Source: an optimization exercise on an open RTL-to-GDS flow (aim: small area, a short achievable clock period and few clock cycles per item). Production flows keep margins and buffers that such runs may drop.
Only simulation tests tie the RTL to the original design; equivalence was not proved.

Design pe, start of the top module:
module pe (
    input  logic                          clk,
    input  logic                          i_reset,
    input  logic                          i_input_ready,
    input  logic                          i_mode,
    input  logic [pe_pkg::TILE_W-1:0]     i_in,
    input  logic [pe_pkg::TILE_W-1:0]     i_w,
    input  logic [pe_pkg::TILE_ELEMS-1:0] i_in_mask,
    input  logic [pe_pkg::TILE_ELEMS-1:0] i_w_mask,
    output logic                          o_ready,
    output logic                          o_result_valid,
    output logic [pe_pkg::DATA_W-1:0]     o_result
);
clock: 11.0 ns
lec_check: 0
abc_area: 1
cap_margin: 20
core_margin: 2
core_utilization: 40
slew_margin: 20
standard.sh (not shown) runs the stock make flow with config.mk's settings and CLKGATE_MAP_FILE= SYNTH_SCRIPT=/design/flow/synth_recipe.tcl, a recipe that flattens the netlist after the stock synthesis.
==> flow/flow/run.sh <==
#!/bin/bash
set -euo pipefail
export BUFFER_PORTS_ARGS="-buffer_cell sky130_fd_sc_hd__buf_1"
export SETUP_SLACK_MARGIN=6.0
bash standard.sh finish > standard_flow.log 2>&1
Testbench counts at the start, summed over its fixed seeds: cycles 14,712, items 4,000.
Next try:
--- a/flow/flow/run.sh
+++ b/flow/flow/run.sh
@@ -4 +4 @@
-export SETUP_SLACK_MARGIN=6.0
+export SETUP_SLACK_MARGIN=7.0
Effect:
- worst setup slack is better by 0.92 ns
- non-clock buffer count increases by 148
- design area increases by about 8%
- first-iteration DRC count is higher by about 4%
- utilization increases by 3.8 points
- wire length goes up by 7.3%
- synthesized area is unchanged
- register-to-register slack gets better by 0.79 ns
- global-route usage climbs by 2.7 points


Setup of job 1840:
Another version of the RTL of pe (not shown whole).
For scale: ~4,900 cells after synthesis, roughly 300 flip-flops, ~700 I/O pins, about 37,000 um2 of cells after synthesis.
clock: 11.0 ns
lec_check: 0
abc_area: 1
cap_margin: 20
core_margin: 2
core_utilization: 40
slew_margin: 20
run.sh (not shown) runs the stock make flow with config.mk's settings and CLKGATE_MAP_FILE= SYNTH_SCRIPT=/design/flow/synth_recipe.tcl, a recipe that flattens the netlist after the stock synthesis.
Stock flow here: none of the scripts above is used.
Job 1840 reached the final stage; the timing, DRC and antenna checks on its layout passed.
Testbench counts of job 1840, summed over its fixed seeds: cycles 14,712, items 4,000.
Setup changes, job 1840 to job 5662
==> flow/flow/run.sh (new file) <==
#!/bin/bash
set -euo pipefail
export BUFFER_PORTS_ARGS="-buffer_cell sky130_fd_sc_hd__buf_1"
export SETUP_SLACK_MARGIN=6.5
bash standard.sh finish > standard_flow.log 2>&1
==> flow/standard.sh (new file) <==
#!/bin/bash
# synth_recipe.tcl (not shown) runs the flow's synth.tcl, then flattens the netlist and writes it again
# the make line also repeats each setting of config.mk as NAME=value (left out here)
make -C /OpenROAD-flow-scripts/flow DESIGN_CONFIG=/design/flow/config.mk WORK_HOME=/design/flow/orfs CLKGATE_MAP_FILE= SYNTH_SCRIPT=/design/flow/synth_recipe.tcl "${@:-finish}"
removed: flow/run.sh
==> comparison <==
Job 1840 -> job 5662: post-place instance area decreased by a little under 10%. Cell area | job 5662 vs job 1840 | job 5662 smaller. Job 5662 vs job 1840 — detailed-route wire length climbed slightly. Diff job 1840 -> job 5662: clock period minus worst slack has decreased, number of antenna violations at the first check in global routing has increased, upper clock frequency limit has increased.
Input changes introduced in job 2934 (baseline for comparison: job 5662):
==> flow/flow/run.sh <==
#!/bin/bash
set -euo pipefail
export BUFFER_PORTS_ARGS="-buffer_cell sky130_fd_sc_hd__buf_1"
export SETUP_SLACK_MARGIN=7.5
bash standard.sh finish > standard_flow.log 2>&1
### Flow results
Both conditions hold for job 5662: the flow ran to the end and the final layout passed the timing, DRC and antenna checks.
Having completed the whole flow, job 2934 delivered a layout that passed the timing, DRC and antenna checks.
From job 5662 to job 2934 the numbers moved as follows: share of the clock period used by the worst path after layout dropped 7.0 points, number of global-route vias before repair climbed about 10%, setup slack climbed 0.78 ns.
Re hold slack: job 5662 was lower than job 2934.
Going from job 5662 to job 2934, initial antenna violation count shrinks by about 30%.
The higher first-pass detailed-route iteration total came out of job 2934.
On job 2934: highest net fanout along the worst path is 10 lower than what job 5662 gave.

-- port drivers added, routing unchanged --
Ports are ideal in the flow. The routed layouts listed here were re-timed in OpenROAD.
Step 1 (the two cells are an assumption about what drives the block):
set clk [get_ports {clk}]
set_driving_cell -lib_cell sky130_fd_sc_hd__clkbuf_16 $clk
set_driving_cell -lib_cell sky130_fd_sc_hd__buf_2 [delete_from_list [all_inputs] $clk]
Step 2 moves the port delays by t, midway between the first and last clock arrival at a register: inputs arrive t later, outputs are due t later. That takes back most of the time a late clock gives input paths.
Three values: ideal, step 1, step 2; two values: the first two.
run | t (ns) | setup WS [ns] | clock arrival spread, ns | worst register clock-pin slew, ns
the first run of note 1 | 0.643 | 5.953 / 6.002 / 5.359 | 0.029 / 0.029 | 0.07 / 0.07
the second run of note 1 | 0.655 | 6.870 / 6.870 / 6.243 | 0.035 / 0.035 | 0.07 / 0.07
job 1840 | 0.650 | 5.406 / 5.435 / 4.785 | 0.034 / 0.034 | 0.07 / 0.07
job 5662 | 0.655 | 6.418 / 6.453 / 5.798 | 0.042 / 0.042 | 0.07 / 0.07
job 2934 | 0.659 | 7.193 / 7.193 / 6.568 | 0.030 / 0.031 | 0.07 / 0.07
After both steps setup and hold are still met in every run listed. The setup slack of the second run of note 1, which loses most, moves by 0.000 ns with the drivers and by -0.627 ns with both steps.
